Background: an optimization exercise with open tools, aiming at small area. Do not read the settings as production practice.
In this exercise RTL edits were held to simulation tests only and were not proved equivalent to the original.
Power figures rest on the tool's default switching activity, not on a simulated workload.

**constraint.sdc**
```tcl
create_clock -name core_clock -period 10.0 [get_ports {clk_master}]
set_input_delay 2.0000 -clock core_clock [delete_from_list [all_inputs] [get_ports {clk_master}]]
set_output_delay 2.0000 -clock core_clock [all_outputs]
set_load 0.01 [all_outputs]
```
**run.sh**
```bash
#!/bin/bash
# synth_recipe.tcl (not shown) runs the flow's synth.tcl, then flattens the netlist and writes it again
# the make line also repeats each setting of config.mk as NAME=value (left out here)
make -C /OpenROAD-flow-scripts/flow DESIGN_CONFIG=/design/flow/config.mk WORK_HOME=/design/flow/orfs CLKGATE_MAP_FILE= SYNTH_SCRIPT=/design/flow/synth_recipe.tcl finish
```
**design.v**
```verilog
package ocr_pkg;
    localparam int DATA_W             = 16;
    localparam int WIN_LOG2           = 4;
    localparam int WIN                = 1 << WIN_LOG2;
    localparam int SQ_W               = 32;
    localparam int ACC_W              = 36;
    localparam int DEFAULT_SAMPLE_DIV = 125000;
    typedef enum logic {
        FILL = 1'b0,
        RUN  = 1'b1
    } ocr_state_t;
endpackage
module ocr_sample_strobe_gen
#(
    parameter int SAMPLE_DIV = ocr_pkg::DEFAULT_SAMPLE_DIV
) (
    input  logic clk_master,
    input  logic reset_n,
    output logic sample_stb
);
    localparam int              CNT_W    = $clog2(SAMPLE_DIV);
    localparam logic [CNT_W-1:0] CNT_LAST = CNT_W'(SAMPLE_DIV - 1);
    logic [CNT_W-1:0] cnt;
    always_ff @(posedge clk_master or negedge reset_n) begin
        if (!reset_n) begin
            cnt <= '0;
        end else if (cnt == CNT_LAST) begin
            cnt <= '0;
        end else begin
            cnt <= cnt + CNT_W'(1);
        end
    end
    assign sample_stb = (cnt == CNT_LAST);
endmodule
module ocr_sample_window
#(
    parameter int SAMPLE_DIV = ocr_pkg::DEFAULT_SAMPLE_DIV
) (
    input  logic              clk_master,
    input  logic              reset_n,
    input  logic [ocr_pkg::DATA_W-1:0] adc_data_in,
    input  logic [ocr_pkg::DATA_W-1:0] I_p,
    output logic              sample_stb,
    output logic              ms_valid,
    output logic [ocr_pkg::SQ_W-1:0]   ms_out,
    output logic              over_pickup,
    output logic              window_full
    ,
    output logic [ocr_pkg::DATA_W-1:0] peak_out
);
    localparam int DATA_W   = ocr_pkg::DATA_W;
    localparam int WIN_LOG2 = ocr_pkg::WIN_LOG2;
    localparam int WIN      = ocr_pkg::WIN;
    localparam int SQ_W     = ocr_pkg::SQ_W;
    localparam int ACC_W    = ocr_pkg::ACC_W;
    localparam logic [WIN_LOG2-1:0] LAST_SLOT = WIN_LOG2'(WIN - 1);
    function automatic logic [SQ_W-1:0] square(input logic [DATA_W-1:0] v);
        square = SQ_W'(v) * SQ_W'(v);
    endfunction
    function automatic logic [SQ_W-1:0] mean_sq(input logic [ACC_W-1:0] acc);
        mean_sq = acc[ACC_W-1:WIN_LOG2];
    endfunction
    ocr_sample_strobe_gen #(
        .SAMPLE_DIV (SAMPLE_DIV)
    ) u_strobe_gen (
        .clk_master (clk_master),
        .reset_n    (reset_n),
        .sample_stb (sample_stb)
    );
    logic [DATA_W-1:0]   win_buf [WIN];
    logic [WIN_LOG2-1:0] wr_ptr;
    logic [DATA_W-1:0]   x_p0, old_p0;
    logic                vld_p0;
    logic [SQ_W-1:0]     sq_new_p1, sq_old_p1;
    logic                vld_p1;
    logic [ACC_W-1:0]    sum_sq;
    logic [ACC_W-1:0]    sum_next;
    logic [SQ_W-1:0]     ms_next;
    logic [SQ_W-1:0]     ip_sq;
    logic                over_next;
    logic                emit;
    ocr_pkg::ocr_state_t state;
    logic [WIN_LOG2-1:0] fill_cnt;
    always_ff @(posedge clk_master or negedge reset_n) begin
        if (!reset_n) begin
            vld_p0 <= 1'b0;
            x_p0   <= '0;
            old_p0 <= '0;
            wr_ptr <= '0;
            for (int i = 0; i < WIN; i++) begin
                win_buf[i] <= '0;
            end
        end else begin
            vld_p0 <= sample_stb;
            if (sample_stb) begin
                x_p0            <= adc_data_in;
                old_p0          <= win_buf[wr_ptr];
                win_buf[wr_ptr] <= adc_data_in;
                wr_ptr          <= wr_ptr + WIN_LOG2'(1);
            end
        end
    end
    always_ff @(posedge clk_master or negedge reset_n) begin
        if (!reset_n) begin
            vld_p1    <= 1'b0;
            sq_new_p1 <= '0;
            sq_old_p1 <= '0;
        end else begin
            vld_p1 <= vld_p0;
            if (vld_p0) begin
                sq_new_p1 <= square(x_p0);
                sq_old_p1 <= square(old_p0);
            end
        end
    end
    assign sum_next  = sum_sq + ACC_W'(sq_new_p1) - ACC_W'(sq_old_p1);
    assign ms_next   = mean_sq(sum_next);
    assign ip_sq     = square(I_p);
    assign over_next = (ms_next > ip_sq);
    assign emit      = vld_p1 && ((state == ocr_pkg::RUN) || (fill_cnt == LAST_SLOT));
    always_ff @(posedge clk_master or negedge reset_n) begin
        if (!reset_n) begin
            state       <= ocr_pkg::FILL;
            fill_cnt    <= '0;
            sum_sq      <= '0;
            ms_valid    <= 1'b0;
            ms_out      <= '0;
            over_pickup <= 1'b0;
            window_full <= 1'b0;
        end else begin
            ms_valid <= emit;
            if (vld_p1) begin
                sum_sq <= sum_next;
                if (state == ocr_pkg::FILL) begin
                    if (fill_cnt == LAST_SLOT) begin
                        state       <= ocr_pkg::RUN;
                        window_full <= 1'b1;
                    end else begin
                        fill_cnt <= fill_cnt + WIN_LOG2'(1);
                    end
                end
            end
            if (emit) begin
                ms_out      <= ms_next;
                over_pickup <= over_next;
            end
        end
    end
    function automatic logic [DATA_W-1:0] max_u(input logic [DATA_W-1:0] a,
                                                input logic [DATA_W-1:0] b);
        max_u = (a > b) ? a : b;
    endfunction
    logic [DATA_W-1:0] run_max, peak_hold;
    logic              pend_p0, pend_p1;
    always_ff @(posedge clk_master or negedge reset_n) begin
        if (!reset_n) begin
            run_max   <= '0;
            peak_hold <= '0;
            pend_p0   <= 1'b0;
            pend_p1   <= 1'b0;
            peak_out  <= '0;
        end else begin
            pend_p0 <= sample_stb && (wr_ptr == LAST_SLOT);
            pend_p1 <= pend_p0;
            if (sample_stb) begin
                if (wr_ptr == LAST_SLOT) begin
                    peak_hold <= max_u(run_max, adc_data_in);
                    run_max   <= '0;
                end else begin
                    run_max <= max_u(run_max, adc_data_in);
                end
            end
            if (pend_p1) begin
                peak_out <= peak_hold;
            end
        end
    end
endmodule
```
**config.mk**
```make
export PLATFORM = sky130hd
export DESIGN_NAME = ocr_sample_window
export DESIGN_NICKNAME = ocr_sample_window
export VERILOG_FILES = /design/flow/design.v
export SDC_FILE = /design/flow/constraint.sdc
export NUM_CORES = 4
export LEC_CHECK = 0
export CAP_MARGIN = 20
export CORE_MARGIN = 2
export CORE_UTILIZATION = 40
export SLEW_MARGIN = 20
```
==> notes.md <==
power breakdown:
group          total, mW  switching [mW]  internal, mW
sequential          2.03         0.00442          2.03
combinational       3.75            2.16          1.59
clock               2.13           0.909          1.22
final timing paths:
path / from / endpoint / slack [ns] / depth (start not counted)
max: I_p[10] / over_pickup$_DFFE_PN0P_ / 0.54 / 32
min: pend_p0$_DFF_PN0_ / pend_p1$_DFF_PN0_ / 0.35 / 0
max reg2reg: old_p0[8]$_DFFE_PN0P_ / sq_old_p1[30]$_DFFE_PN0P_ / 2.54 / 22
min reg2reg: pend_p0$_DFF_PN0_ / pend_p1$_DFF_PN0_ / 0.35 / 0
max in group asynchronous: reset_n / sum_sq[32]$_DFFE_PN0P_ / 6.54 / 3
min in group asynchronous: reset_n / pend_p0$_DFF_PN0_ / 1.36 / 1
cells in the mapped netlist (10+ instances only):
master,count,share of area [%]
a21o_1,82,1.4
o21bai_1,23,0.38
nand4_1,38,0.52
dfrtp_1,499,27
a221oi_1,36,0.69
fa_1,518,23
nor3_1,35,0.39
a31oi_1,21,0.29
clkbuf_1,188,1.6
buf_2,12,0.13
xor2_1,53,1.0
and2_1,147,2.0
nand2b_1,19,0.26
o21ai_0,333,3.7
inv_1,884,7.3
a211oi_1,11,0.18
or2_2,10,0.14
a21oi_1,161,1.8
nor2_1,158,1.3
mux2_2,107,2.7
nand2_1,659,5.4
xnor2_1,105,2.0
a22oi_1,29,0.48
a22o_1,48,0.93
nand3_1,61,0.67
o21a_1,15,0.25
and3_1,24,0.33
ha_1,393,11
nor2b_1,21,0.29
cells by family after synthesis:
| logic type | Yosys count | share of synthesized area, % |
|---|---|---|
| DFF | 499 | 27.49 |
| muxes | 116 | 2.851 |
| buffers and inverters | 1101 | 9.199 |
| adders and majority gates | 911 | 33.66 |
| xor gates and xnor gates | 158 | 3.047 |
| AOI/OAI and AO/OA | 850 | 11.82 |
| and+or+nand+nor | 1203 | 11.93 |
per-stage QoR:
step | area (µm²) | hold slack, ns | util [%]
detailed placement | 47890 | 0.3372 | 42.57
CTS | 49770 | 0.3515 | 44.24
floorplan | 45420 | 0.3312 | -
global route | 49770 | 0.3541 | 44.24
global placement | 47890 | 0.3376 | 42.57
finish | 49770 | 0.3516 | 44.24
final cells by class:
class                           instances  share of cell area (%)
Multi-Input combinational cell       3238                   57.80
Sequential cell                       499                   25.10
Inverter                              887                   6.689
Tap cell                             1500                   3.771
Clock buffer                           79                   3.125
Timing Repair Buffer                  157                   2.856
Clock inverter                         23                  0.6586
worst max-delay path, delay by kind of cell:
family / cells / cell delay [ns]
simple gates: 8 / 1.45
compound gates: 10 / 1.84
xor+xnor: 1 / 0.19
buf+inv: 5 / 1.09
fa+ha+maj: 8 / 3.43
flip-flops by register name, indices dropped and copies added (netlist names), 4 cells and up:
signal and count:
u_strobe_gen.cnt 17, old_p0 16, win_buf 256, x_p0 16, sum_sq 36, ms_out 32
run_max 16, sq_old_p1 31, wr_ptr 4, peak_hold 16, sq_new_p1 31, peak_out 16
fill_cnt 4
per-layer routing:
layer / up-vias / global-route usage, % / part of all wire (%)
met4: 0 / 5.103 / 2.5
li1: 15462 / - / -
met1: 16397 / 29.80 / 48
met2: 761 / 32.00 / 45
met3: 179 / 2.167 / 5.0
met5: - / 0 / 0
==> notes.md <==
Clock Latency Late Sink about 0.67 ns; WL/cell 17.92 µm; pre-CTS WS between 0.02 and 0.025 ns; total setup buffers inserted after CTS 0; Initial Util between 40% and 50%; die area around 120000 µm²; Resize count post-CTS 0; most frequent cells in the layout inv_1, nand2_1, fa_1; Post-Syn Nets 5783; cts bufs inserted 54; core area between 100000 and 150000 µm²; peak supply drop 0.3421 mV; hold_buf cts 0; Via Count around 33000; CP required 10.55 ns; CTS tree done; post-layout instance count excluding filler cells 6383; RSZ-0062 raised after global routing no; max cap viols 0; number of flops mapped to enable cells by yosys 0; global-route wire length before repair 188.7 mm; worst hold path type reg2reg; vias in the first global route 33847; Post-synth ARST share 100.0%; Post-Syn Instances 4838; initial antenna violation count 1; Seq/Total Area, Yosys 27.49%; # setup viols final 0; Setup CP Type in2reg; root buffer cell clkbuf_16; most used cell, CP fa_1; gpl congestion 0.8800; Initial DRT Pass Iterations 6; Fmax around 0.11 GHz; syn avg cell area between 9 and 10 µm²; flops & latches, synth around 500; gr ovfl total 0; pin count of the biggest net entering global routing between 150 and 200; DR iter-0 viols around 2000; Leakage Power 25.76 nW; DP Cell Count 6281; fillers approximately 11000; startpoint types input port; Pwr Density between 150 and 200 nW/µm²; Unique masters post-synth 80; Clock Pin Slew Worst Setup and Hold Paths around 0.070 ns; TNS Setup 0 ns; most common cell after layout, fill and taps aside inv_1; storage element area approximately 12000 µm²; Cell Area, Synth 45420 µm²; Tot Pwr 7.909 mW; CP endpoint kind flip-flop; final period utilization 94.58%; Nets ~5800; CP max stage delay roughly 0.83 ns; Sink Count 499; Site Rows 123; worst-path fanout max 12; Synth Flop Type dfrtp_1; outcome no timing/DRC/antenna violations; Routed WL between 100 and 150 mm; CTS max path bufs 3; crit path max-delay cell type clkdlybuf4s50_1; H-tree depth 2; GRT Total Usage between 20% and 30%; post-route ant nets 0; drt via density just over 5; ant diodes 0; die span in y 341.0 µm; clock skew around 0.085 ns; Tmin final around 9.5 ns; share of cells above drive strength 1 between 6 and 7%; endpoints failing hold 0; Rel. slew slack between 30% and 40%; crit path DAT roughly 10 ns; YS warnings 3; area grow syn2layout 9.593%; DP HPWL approximately 86 mm; DRC violations left 0; Final WS setup approximately 0.54 ns; num ports 86; Final Slew Violations 0; die span in x between 300 and 400 µm; measured slew at the worst slew-check pin between 0.9 and 1 ns; IO buf count 85; multi-input logic area ~29000 µm²

-- what the ideal ports hide --
No port has a modelled driver above. Below, the same layout with a new extraction and two added sets of constraints. Step 1, drivers: a clkbuf_16 drives clk_master and a buf_2 each remaining input, both assumed. Step 2, shift: input delay + t, output delay - t, t = (earliest + latest rising clock arrival at the registers) / 2. This alone moves slack from input paths to output paths. Three values: ideal, step 1, step 2; two values: the first two.
shift t [ns]: 0.700
slack for setup (ns): 0.542 / 0.591 / -0.109
worst register clock-pin slew, ns: 0.07 / 0.07
With both steps, setup timing fails in this run, where it was met with ideal ports. The setup slack of this run moves by +0.049 ns with the drivers and by -0.651 ns with both steps.
